This design comes from an exercise in tuning for small area, a short achievable clock period and few clock cycles per item on the open sky130 flow, not from production work. In this exercise RTL edits were held to simulation tests only and were not proved equivalent to the original. Power is estimated from default activity; no workload was simulated.

==> flow/design.v <==
package mem_resp_pkg;
  localparam int DATA_W = 16;
  localparam int ADDR_W = 16;
  localparam logic [1:0] IDLE = 2'd0;
  localparam logic [1:0] WAIT = 2'd1;
  localparam logic [1:0] RESP = 2'd2;
endpackage
import mem_resp_pkg::*;
module mem_resp_array
#(
  parameter int DEPTH = 101,
  parameter int IDX_W = 7
) (
  input  logic              clk,
  input  logic              we,
  input  logic [IDX_W-1:0]  idx,
  input  logic [DATA_W-1:0] wdata,
  output logic [DATA_W-1:0] rdata
);
  logic [DATA_W-1:0] mem_q [DEPTH];
  always_ff @(posedge clk) begin
    if (we) begin
      mem_q[idx] <= wdata;
    end
  end
  assign rdata = mem_q[idx];
endmodule
import mem_resp_pkg::*;
module mem_responder
#(
  parameter int DEPTH       = 101,
  parameter int WAIT_CYCLES = 2
) (
  input  logic              clk,
  input  logic              rst_n,
  input  logic              req,
  input  logic              we,
  input  logic [ADDR_W-1:0] addr,
  input  logic [DATA_W-1:0] wdata,
  output logic              ack,
  output logic [DATA_W-1:0] rdata,
  output logic              err,
  output logic              busy
);
  function automatic logic addr_in_range(
    input logic [ADDR_W-1:0] a,
    input int unsigned       depth
  );
    addr_in_range = ({16'd0, a} < depth);
  endfunction
  localparam int IDX_W = (DEPTH > 1) ? $clog2(DEPTH) : 1;
  logic [1:0]        state_q, state_d;
  logic [ADDR_W-1:0] addr_q, addr_d;
  logic              we_q, we_d;
  logic [DATA_W-1:0] wdata_q, wdata_d;
  logic              ack_q, ack_d;
  logic              err_q, err_d;
  logic              busy_q, busy_d;
  logic [DATA_W-1:0] rdata_q, rdata_d;
  logic unused_wait_cfg;
  assign unused_wait_cfg = ^WAIT_CYCLES[3:0];
  logic [ADDR_W-1:0] t_addr;
  logic              t_we;
  logic [DATA_W-1:0] t_wdata;
  logic              t_hit;
  logic [IDX_W-1:0]  t_idx;
  logic              enter_resp;
  logic              mem_we;
  logic [DATA_W-1:0] arr_rdata;
  always_comb begin
    t_addr  = addr_q;
    t_we    = we_q;
    t_wdata = wdata_q;
    if (state_q == IDLE) begin
      t_addr  = addr;
      t_we    = we;
      t_wdata = wdata;
    end
  end
  assign t_hit = addr_in_range(t_addr, DEPTH);
  assign t_idx = t_hit ? t_addr[IDX_W-1:0] : '0;
  always_comb begin
    state_d = state_q;
    addr_d  = addr_q;
    we_d    = we_q;
    wdata_d = wdata_q;
    unique case (state_q)
      IDLE: begin
        if (req) begin
          addr_d  = addr;
          we_d    = we;
          wdata_d = wdata;
          state_d = RESP;
        end
      end
      RESP: begin
        state_d = IDLE;
      end
      default: begin
        state_d = IDLE;
      end
    endcase
  end
  assign enter_resp = (state_d == RESP) && (state_q != RESP);
  assign mem_we     = rst_n && enter_resp && t_we && t_hit;
  always_comb begin
    ack_d   = enter_resp;
    err_d   = enter_resp && !t_hit;
    busy_d  = (state_d != IDLE);
    rdata_d = rdata_q;
    if (enter_resp) begin
      if (!t_hit) begin
        rdata_d = '0;
      end else if (!t_we) begin
        rdata_d = arr_rdata;
      end
    end
  end
  always_ff @(posedge clk) begin
    if (!rst_n) begin
      state_q <= IDLE;
      addr_q  <= '0;
      we_q    <= 1'b0;
      wdata_q <= '0;
      ack_q   <= 1'b0;
      err_q   <= 1'b0;
      busy_q  <= 1'b0;
      rdata_q <= '0;
    end else begin
      state_q <= state_d;
      addr_q  <= addr_d;
      we_q    <= we_d;
      wdata_q <= wdata_d;
      ack_q   <= ack_d;
      err_q   <= err_d;
      busy_q  <= busy_d;
      rdata_q <= rdata_d;
    end
  end
  mem_resp_array #(
    .DEPTH (DEPTH),
    .IDX_W (IDX_W)
  ) u_array (
    .clk   (clk),
    .we    (mem_we),
    .idx   (t_idx),
    .wdata (t_wdata),
    .rdata (arr_rdata)
  );
  assign ack   = ack_q;
  assign err   = err_q;
  assign busy  = busy_q;
  assign rdata = rdata_q;
endmodule
==> flow/run.sh <==
#!/bin/bash
# synth_recipe.tcl (not shown) runs the flow's synth.tcl, then flattens the netlist and writes it again
# the make line also repeats each setting of config.mk as NAME=value (left out here)
make -C /OpenROAD-flow-scripts/flow DESIGN_CONFIG=/design/flow/config.mk WORK_HOME=/design/flow/orfs CLKGATE_MAP_FILE= SYNTH_SCRIPT=/design/flow/synth_recipe.tcl finish
==> flow/config.mk <==
export PLATFORM = sky130hd
export DESIGN_NAME = mem_responder
export DESIGN_NICKNAME = mem_responder
export VERILOG_FILES = /design/flow/design.v
export SDC_FILE = /design/flow/constraint.sdc
export NUM_CORES = 4
export LEC_CHECK = 0
export CAP_MARGIN = 20
export CORE_MARGIN = 2
export CORE_UTILIZATION = 40
export SLEW_MARGIN = 20
==> flow/constraint.sdc <==
create_clock -name core_clock -period 5.0 [get_ports {clk}]
set_input_delay 1.0000 -clock core_clock [delete_from_list [all_inputs] [get_ports {clk}]]
set_output_delay 1.0000 -clock core_clock [all_outputs]
set_load 0.01 [all_outputs]
==> implementation parameters <==
Parameter                              Value

GRT
  Number of global-route vias before repair    36,540
  Pin count of the biggest net entering global routing    102
  Global routing usage summed across all routing layers    0.2268
  Antenna violations before repair    6
  Remaining global-route overflow    0
  First-pass GRT wire length    approximately 260 mm

Timing
  Tcrit/Tclk final    0.9483
  Worst Max-Slew Pin Slew    approximately 1200 ps
  Final Slew Violations    0
  Final-report hold violation count    0
  Post-route clock skew    47.67 ps
  Final critical-path setup slack    258.3 ps
  Number of endpoints failing setup at the final stage    0
  Unrepaired setup endpoints after global routing    no
  Headroom to the max-slew limit    0.2237
  Max Clock Freq    210.9 MHz
  Period minus WS final    ~4700 ps

Routing
  Total number of vias    38,410
  Drt via density    5.827
  Count of antenna-violating nets left after detailed routing    0
  Drc violations    0
  Drt initial violations    4,730
  Total Wirelength    183.8 mm
  Number of detailed-route iterations in the first pass    6
  Routed length per instance    27.87 microns

Clocking
  Max clock buf depth    3
  Source-to-sink clock delay at the later pin of the worst-skew pair    around 800 ps
  Clock Tree Root    clkbuf_16
  Number of buffers added by the clock tree synthesis step    roughly 160
  Hold-fix buffers, CTS    0
  Number of clock sinks seen by CTS    1,669
  Post CTS Setup Buffer Count    0
  Resized Gates After CTS    0
  Maximum level of the CTS H-tree    4
  Clock tree from TritonCTS    yes
  Clock-pin slew on the worst setup and hold paths    60 ps

Synth
  Main flop type after synthesis    edfxtp_1
  Proportion of synthesized flip-flops having asynchronous set or reset    0
  Combinational family with the most area after synthesis    compound AO/OA/AOI/OAI gates
  Leading cell types by total area after synthesis    edfxtp_1 (77%), o22ai_1 (3.6%), nor2_1 (2.9%), mux2i_1 (2.9%), dfxtp_1 (1.7%)
  Post-synthesis instance area    between 0.06 and 0.07 sq mm
  Post-synthesis share of cell area spent on full adders, half adders and majority gates    0
  Post-Synthesis Net Count    3,938
  Post-synth top area share    0.7729
  Sequential element share of the synthesized area    0.7898
  Post-synthesis compound-gate area fraction    0.1049
  Number of warning messages in the yosys log    2
  Multiplexer area fraction after synthesis    0.02872
  Count of flip-flops with a built-in enable after synthesis    1,616
  Xor and xnor fraction of the mapped netlist area    0
  Number of distinct library cells after synthesis    67
  Mean cell area of the mapped netlist    between 15 and 20 sq um
  Simple-gate share of the synthesized area    0.05927
  Flop and latch count out of synthesis    1,669
  Library cell with the largest summed area after synthesis    edfxtp_1
  Syn Inst Count    approximately 4,000

Power and ir drop
  Power Density    around 390 mW/mm^2
  Overall power consumption    29.37 mW
  Static leakage power    approximately 25 nW
  Maximum vdd drop    0.2889 mV

Critical path
  Arrival time of data at the critical path endpoint    5460 ps
  Required time of the critical path    5720 ps
  CP Capture Type    flip-flop
  Crit Path Category    flip-flop to flip-flop
  Worst-case register-to-register setup slack    roughly 260 ps
  Startpoint kind of the worst setup timing path    flip-flop
  Maximum net fanout on the critical path    22

Floorplanning
  Std-Cell Core Area    between 0.15 and 0.2 sq mm
  Count of pins on the block boundary    55
  Die footprint    0.1601 sq mm
  Row cnt    145
  Die Y    400.2 microns
  Die Span X    400.2 microns
  Effective utilization at floorplan    0.4024

Cells and area
  Layout Area Growth over Synthesis    19.87%
  Nets@finish    4,435
  Share of layout cells above drive strength 1    0.1754

Job
  Max Cap Viol    0

Placed design
  HPWL after DPL    114.8 mm
  Port Buffers    54
  Global placer's final weighted congestion    approximately 0.90
  Pre-CTS setup slack    -210.1 ps

Outcome
  Outcome    complete, no violations

Hold path
  Worst Hold Class    flip-flop to flip-flop
[per-stage QoR]
step	instances	instance area (sq um)	TNS [ps]	utilization	hold slack [ps]
6_report	6592	75260	0	0.4824	460.9
5_1_grt	6590	75250	0	0.4823	477.3
4_1_cts	6588	75220	0	0.4821	464.0
3_5_place_dp	6289	69990	-904.6	0.4486	455.7
3_3_place_gp	6289	69990	-653.6	0.4486	449.9
2_1_floorplan	3902	62780	0	-	443.1
[synthesized netlist by cell type, types with 4 or more instances]
master	number
buf_4	12
nor2_1	490
o221ai_1	32
or3_1	5
a211oi_1	91
and2_1	5
o22a_1	37
nor3_1	79
inv_1	5
and3_1	9
o21ai_0	25
buf_6	8
nand2_1	197
buf_1	41
edfxtp_1	1616
o22ai_1	362
buf_2	62
a21oi_1	79
a2bb2oi_1	4
nand3b_1	20
nand4_1	4
o31ai_1	51
clkbuf_1	112
nand3_1	34
a31oi_1	34
a311oi_1	4
nand4b_1	10
a21boi_0	32
o41ai_2	6
nor4_1	8
a211o_1	88
dfxtp_1	53
o211ai_1	42
mux2i_1	179
o31a_1	13
[critical path: stages (launching register included)]
cell	delay [ps]
dfxtp_1	660
nor2_2	170
buf_4	210
o31ai_1	840
o211ai_4	350
buf_12	270
nand3_4	110
buf_4	350
buf_12	230
o22ai_1	100
nor3_1	450
o22ai_1	210
o31a_1	390
o31ai_1	290
[registers in the layout, summed over array words and instances (netlist names)]
register,count
ack_q,1
busy_q,1
state_q,2
addr_q,16
u_array.mem_q,1616
err_q,1
wdata_q,16
rdata_q,16
[final cells by class]
type                            count  area (sq um)
Multi-Input combinational cell   1993         12420
Antenna cell                        2         5.005
Tap cell                         2058          2575
Timing Repair Buffer              566          5423
Inverter                            5         18.77
Clock inverter                     90         889.6
Sequential cell                  1669         49590
Fill cell                       13070         80770
Clock buffer                      209          4345
[where the power goes]
part / switching (mW) / leakage [nW] / internal [mW] / total (mW)
Sequential: 0.0192 / 15.0 / 15.5 / 15.5
Combinational: 1.27 / 6.99 / 0.617 / 1.89
Clock: 5.33 / 2.53 / 6.68 / 12.0
Total: 6.62 / 24.6 / 22.7 / 29.4
[routing by layer]
| metal | global-route usage | wire length, microns | vias to the layer above |
|---|---|---|---|
| li1 | - | - | 16540 |
| met1 | 0.3174 | 74780 | 19540 |
| met2 | 0.3567 | 85760 | 2005 |
| met3 | 0.04165 | 17340 | 323 |
| met4 | 0.07798 | 5864 | 2 |
| met5 | 0 | 11 | - |
[cell families after synthesis]
group | Yosys count
mux | 180
other cells | 1
compound gates | 933
buf+inv | 240
simple gates | 879
flops | 1669
[worst paths after layout]
check        cells after the start  startpoint          to
min                              2   addr_q[9]   addr_q[9]
max                             13  state_q[0]  rdata_q[9]
min reg2reg                      2   addr_q[9]   addr_q[9]
max reg2reg                     13  state_q[0]  rdata_q[9]
[cell usage in the layout (no fill, tap or decap), drive strengths merged, types with 8 or more instances in the layout]
cell type	count
edfxtp	1616
buf	512
nor2	491
o22ai	362
clkbuf	209
nand2	198
mux2i	179
a211oi	91
a211o	88
a21oi	80
nor3	80
clkinv	73
clkdlybuf4s50	54
dfxtp	53
o31ai	51
o211ai	43
o22a	37
nand3	35
a31oi	34
a21boi	32
o221ai	32
o21ai	25
nand3b	20
o31a	13
nand4b	10
bufinv	9
and3	9
inv	9
nor4	8
Testbench counts, summed over its fixed seeds: cycles 17,616, items 8,808.

port drivers added, routing unchanged:
Ports are ideal in the flow. The routed layout listed here was re-timed in OpenROAD. Step 1 assumes that a clkbuf_16 drives the clock port and a buf_2 every other input. Step 2, shift: input delay + t, output delay - t, t = (earliest + latest rising clock arrival at the registers) / 2. This alone moves slack from input paths to output paths. Three values: ideal ports, drivers, drivers and shift; two values: the first two.
shift t [ns]: 0.878
setup WS [ns]: 0.258 / 0.258 / -0.345
clock arrival spread, ns: 0.048 / 0.048
Met with ideal ports but missed after step 2: setup timing in this run. The setup slack of this run moves by 0.000 ns with the drivers and by -0.603 ns with both steps.
